From an optimization exercise on the open Yosys and OpenROAD flow, aimed at small area, a short achievable clock period and few clock cycles per item; shortcuts taken in it are not production practice. No activity file was given, so power comes from the tool's default toggle rates.

// image_rotate_scatter_address
module image_rotate_scatter_address
#(
    parameter int unsigned PIXEL_BITS = 32
) (
    input  logic                  i_clk,
    input  logic                  i_rst_n,
    input  logic                  i_cfg_wr_en,
    input  logic [IDX_W-1:0]      i_cfg_index,
    input  logic [CFG_W-1:0]      i_cfg_wdata,
    input  logic                  i_in_valid,
    output logic                  o_in_stall,
    input  logic [PIXEL_BITS-1:0] i_pixel_in,
    input  logic                  i_frame_start,
    output logic                  o_out_valid,
    input  logic                  i_out_stall,
    output logic [PIXEL_BITS-1:0] o_pixel_out,
    output logic [POS_W-1:0]      o_dest_col,
    output logic [POS_W-1:0]      o_dest_row,
    output logic [ADDR_W-1:0]     o_byte_address,
    output logic                  o_frame_last,
    output logic                  o_bad_rotation
);
    logic [DIM_W-1:0] r_w;        
    logic [DIM_W-1:0] r_h;        
    logic [ROT_W-1:0] r_rot;
    logic [BPP_W-1:0] r_bpp;      
    logic             r_bad;      
    logic [DIM_W-1:0] cfg_dim;
    logic [BPP_W-1:0] cfg_bpp;
    always_comb begin
        if (i_cfg_wdata == '0) begin
            cfg_dim = DIM_W'(1);
        end else if (i_cfg_wdata > CFG_W'(MAX_DIM)) begin
            cfg_dim = DIM_MAX;
        end else begin
            cfg_dim = DIM_W'(i_cfg_wdata);
        end
        if (i_cfg_wdata[BPP_W-1:0] == '0) begin
            cfg_bpp = BPP_W'(1);
        end else if (i_cfg_wdata[BPP_W-1:0] > BPP_MAX) begin
            cfg_bpp = BPP_MAX;
        end else begin
            cfg_bpp = i_cfg_wdata[BPP_W-1:0];
        end
    end
    always_ff @(posedge i_clk) begin
        if (!i_rst_n) begin
            r_w   <= DIM_RST;
            r_h   <= DIM_RST;
            r_rot <= ROT_90;
            r_bpp <= BPP_RST;
  ...
For scale: about 1500 cells after synthesis, roughly 240 flip-flops, roughly 0.014 mm2 of cells after synthesis.
==> flow/config.mk <==
export PLATFORM = sky130hd
export DESIGN_NAME = image_rotate_scatter_address
export DESIGN_NICKNAME = image_rotate_scatter_address
export VERILOG_FILES = /design/flow/design.v
export SDC_FILE = /design/flow/constraint.sdc
export NUM_CORES = 4
export LEC_CHECK = 0
export CAP_MARGIN = 20
export CORE_MARGIN = 2
export CORE_UTILIZATION = 45
export SETUP_SLACK_MARGIN = 5
export SLEW_MARGIN = 20
export TNS_END_PERCENT = 0
==> flow/constraint.sdc <==
create_clock -name core_clock -period 10.0 [get_ports {i_clk}]
set_input_delay 2.0000 -clock core_clock [delete_from_list [all_inputs] [get_ports {i_clk}]]
set_output_delay 2.0000 -clock core_clock [all_outputs]
set_load 0.01 [all_outputs]
standard.sh (not shown) runs the stock make flow with config.mk's settings and CLKGATE_MAP_FILE= SYNTH_SCRIPT=/design/flow/synth_recipe.tcl, a recipe that flattens the netlist after the stock synthesis.
==> flow/flow/run.sh <==
#!/bin/bash
set -euo pipefail
CTS='-sink_clustering_enable -repair_clock_nets -dont_use_dummy_load'
bash standard.sh SETUP_SLACK_MARGIN=7 'BUFFER_PORTS_ARGS=-buffer_cell sky130_fd_sc_hd__buf_2' "CTS_ARGS=$CTS" finish > flow_make.log 2>&1
Next try:
--- a/flow/design.v
+++ b/flow/design.v
@@ -98,14 +98,15 @@
     wire rot270 = (r_rot == ROT_270);
     wire bad    = (r_rot == ROT_INVALID);
     localparam int unsigned DB_W = 17;
     logic [POS_W-1:0]      r_pc, r_pr;         
     logic                  r_pcz;              
     logic                  r_org;              
     logic                  r_zp;               
+    logic                  r_ce, r_re;         
     logic [DB_W-1:0]       r_db;               
     logic [ADDR_W-1:0]     r_k;                
     logic                  r_direct;           
     logic                  r_ov;
     logic                  r_stall;
     logic                  r_sv;
     logic [PIXEL_BITS-1:0] r_spix;
@@ -126,27 +127,34 @@
     logic [3:0] r_idx;
     logic       r_bit;
     logic       r_a_dbl, r_a_addr, r_a_negb, r_b_b, r_b_db, r_b_k, r_b_dc, r_sub;
     wire                  fs  = r_sv ? r_sfs  : i_frame_start;
     wire [PIXEL_BITS-1:0] pix = r_sv ? r_spix : i_pixel_in;
     wire accept   = i_in_valid && !r_stall;
     wire fs_wait  = fs && !r_org;
-    wire can_load = (!r_ov || !i_out_stall) && !fs_wait;
+    wire can_go   = !r_ov || !i_out_stall;
     wire have     = r_sv || accept;
-    wire load     = can_load && have;
-    wire skid_ld  = accept && !can_load;
+    wire ld_out   = can_go && have;
+    wire load     = ld_out && !fs_wait;
+    wire skid_ld  = accept && !(can_go && !fs_wait);
     wire [POS_W-1:0] pe_c = r_zp ? '0 : r_pc;
     wire [POS_W-1:0] pe_r = r_zp ? '0 : r_pr;
     wire [DIM_W-1:0] wd_x = r_w + {1'b0, ~pe_c};
     wire [DIM_W-1:0] hd_x = r_h + {1'b0, ~pe_r};
     wire [POS_W-1:0] wd   = wd_x[POS_W-1:0];
     wire [POS_W-1:0] hd   = hd_x[POS_W-1:0];
     wire oor    = !wd_x[POS_W] || !hd_x[POS_W];
-    wire colend = (wd == '0);
-    wire rowend = (hd == '0);
+    wire w_is1  = (r_w == DIM_W'(1));
+    wire h_is1  = (r_h == DIM_W'(1));
+    wire colend = r_org ? w_is1 : r_ce;
+    wire rowend = r_org ? h_is1 : r_re;
+    wire wd_is0 = (wd == '0);
+    wire hd_is0 = (hd == '0);
+    wire wd_is1 = (wd == POS_W'(1));
+    wire hd_is1 = (hd == POS_W'(1));
     wire [POS_W-1:0] pc1 = r_zp ? POS_W'(1) : r_pc + POS_W'(1);
     wire [POS_W-1:0] pr1 = r_zp ? POS_W'(1) : r_pr + POS_W'(1);
     logic [POS_W-1:0] dr_s, dc_s;
     always_comb begin
         dr_s = '0; dc_s = '0;
         unique case (r_rot)
             ROT_90:  begin dr_s = pe_c; dc_s = hd;   end
@@ -357,14 +365,19 @@
             r_zp     <= n_org || (n_busy && n_est != E_FIN && n_est != E_P && n_est != E_Q);
         end
     end
     always_ff @(posedge i_clk) begin
         if (load) begin
             r_pc <= npc;
             r_pr <= npr;
+            r_ce <= colend ? w_is1 : wd_is1;
+            r_re <= colend ? (rowend ? h_is1 : hd_is1) : rowend;
+        end else if (r_busy && r_est == E_FIN) begin
+            r_ce <= wd_is0;
+            r_re <= hd_is0;
         end
     end
     always_ff @(posedge i_clk) begin
         r_idx   <= n_idx;
         r_bit   <= n_bit;
         r_a_dbl  <= n_a_dbl;
         r_a_addr <= n_a_addr;
@@ -391,28 +404,28 @@
                     r_dc   <= dc_s;
                     r_addr <= '0;
                 end
                 default: begin   
                     r_addr <= add_sum;
                 end
             endcase
-        end else if (load) begin
+        end else if (ld_out) begin
             if (r_org || !r_direct) begin
                 r_addr <= add_sum;
             end
             r_dr   <= dr_s;
             r_dc   <= dc_s;
         end
     end
     always_ff @(posedge i_clk) begin
         if (skid_ld) begin
             r_spix <= i_pixel_in;
             r_sfs  <= i_frame_start;
         end
-        if (load) begin
+        if (ld_out) begin
             r_pix  <= pix;
             r_last <= colend && rowend;
         end
     end
     assign o_in_stall     = r_stall;
     assign o_out_valid    = r_ov;
     assign o_pixel_out    = r_pix;
The new run went through all stages and came out clean; sequential share of layout area grows by 0.52 points; count of clock-buffer cells in the layout increases by 1; maximum frequency decreases by a few percent; synthesized cell count goes up slightly; setup slack degrades by 0.088 ns; critical path depth decreases by 1; design area went down slightly; global-route usage fell by 1.0 points; core utilization is lower by 0.66 points; via count hardly moves; power came out higher by a few percent; hold slack gains 0.024 ns; cell count increases slightly; combinational power rises by about a fifth.
No functional check of the RTL was part of any run of this note.

-- port drivers added, routing unchanged --
No port has a modelled driver above. Below, the same layouts with a new extraction and two added sets of constraints.
Step 1 assumes that a clkbuf_16 drives the clock port and a buf_2 every other input.
Step 2 times the ports against the registers' clock, not the clock port: input delays grow and output delays shrink by t, the midpoint of the rising clock arrivals with the driver on.
Slacks: ideal ports / drivers / drivers and shift; pairs: ideal ports / drivers.
| run | shift t [ns] | slack for setup (ns) | clock arrival spread, ns |
|---|---|---|---|
| the first run | 0.591 | 6.445 / 6.445 / 5.929 | 0.038 / 0.038 |
| the second run | 0.584 | 6.357 / 6.357 / 5.957 | 0.016 / 0.016 |
After both steps setup and hold are still met in every run listed. The setup slack of the first run, which loses most, moves by 0.000 ns with the drivers and by -0.516 ns with both steps.
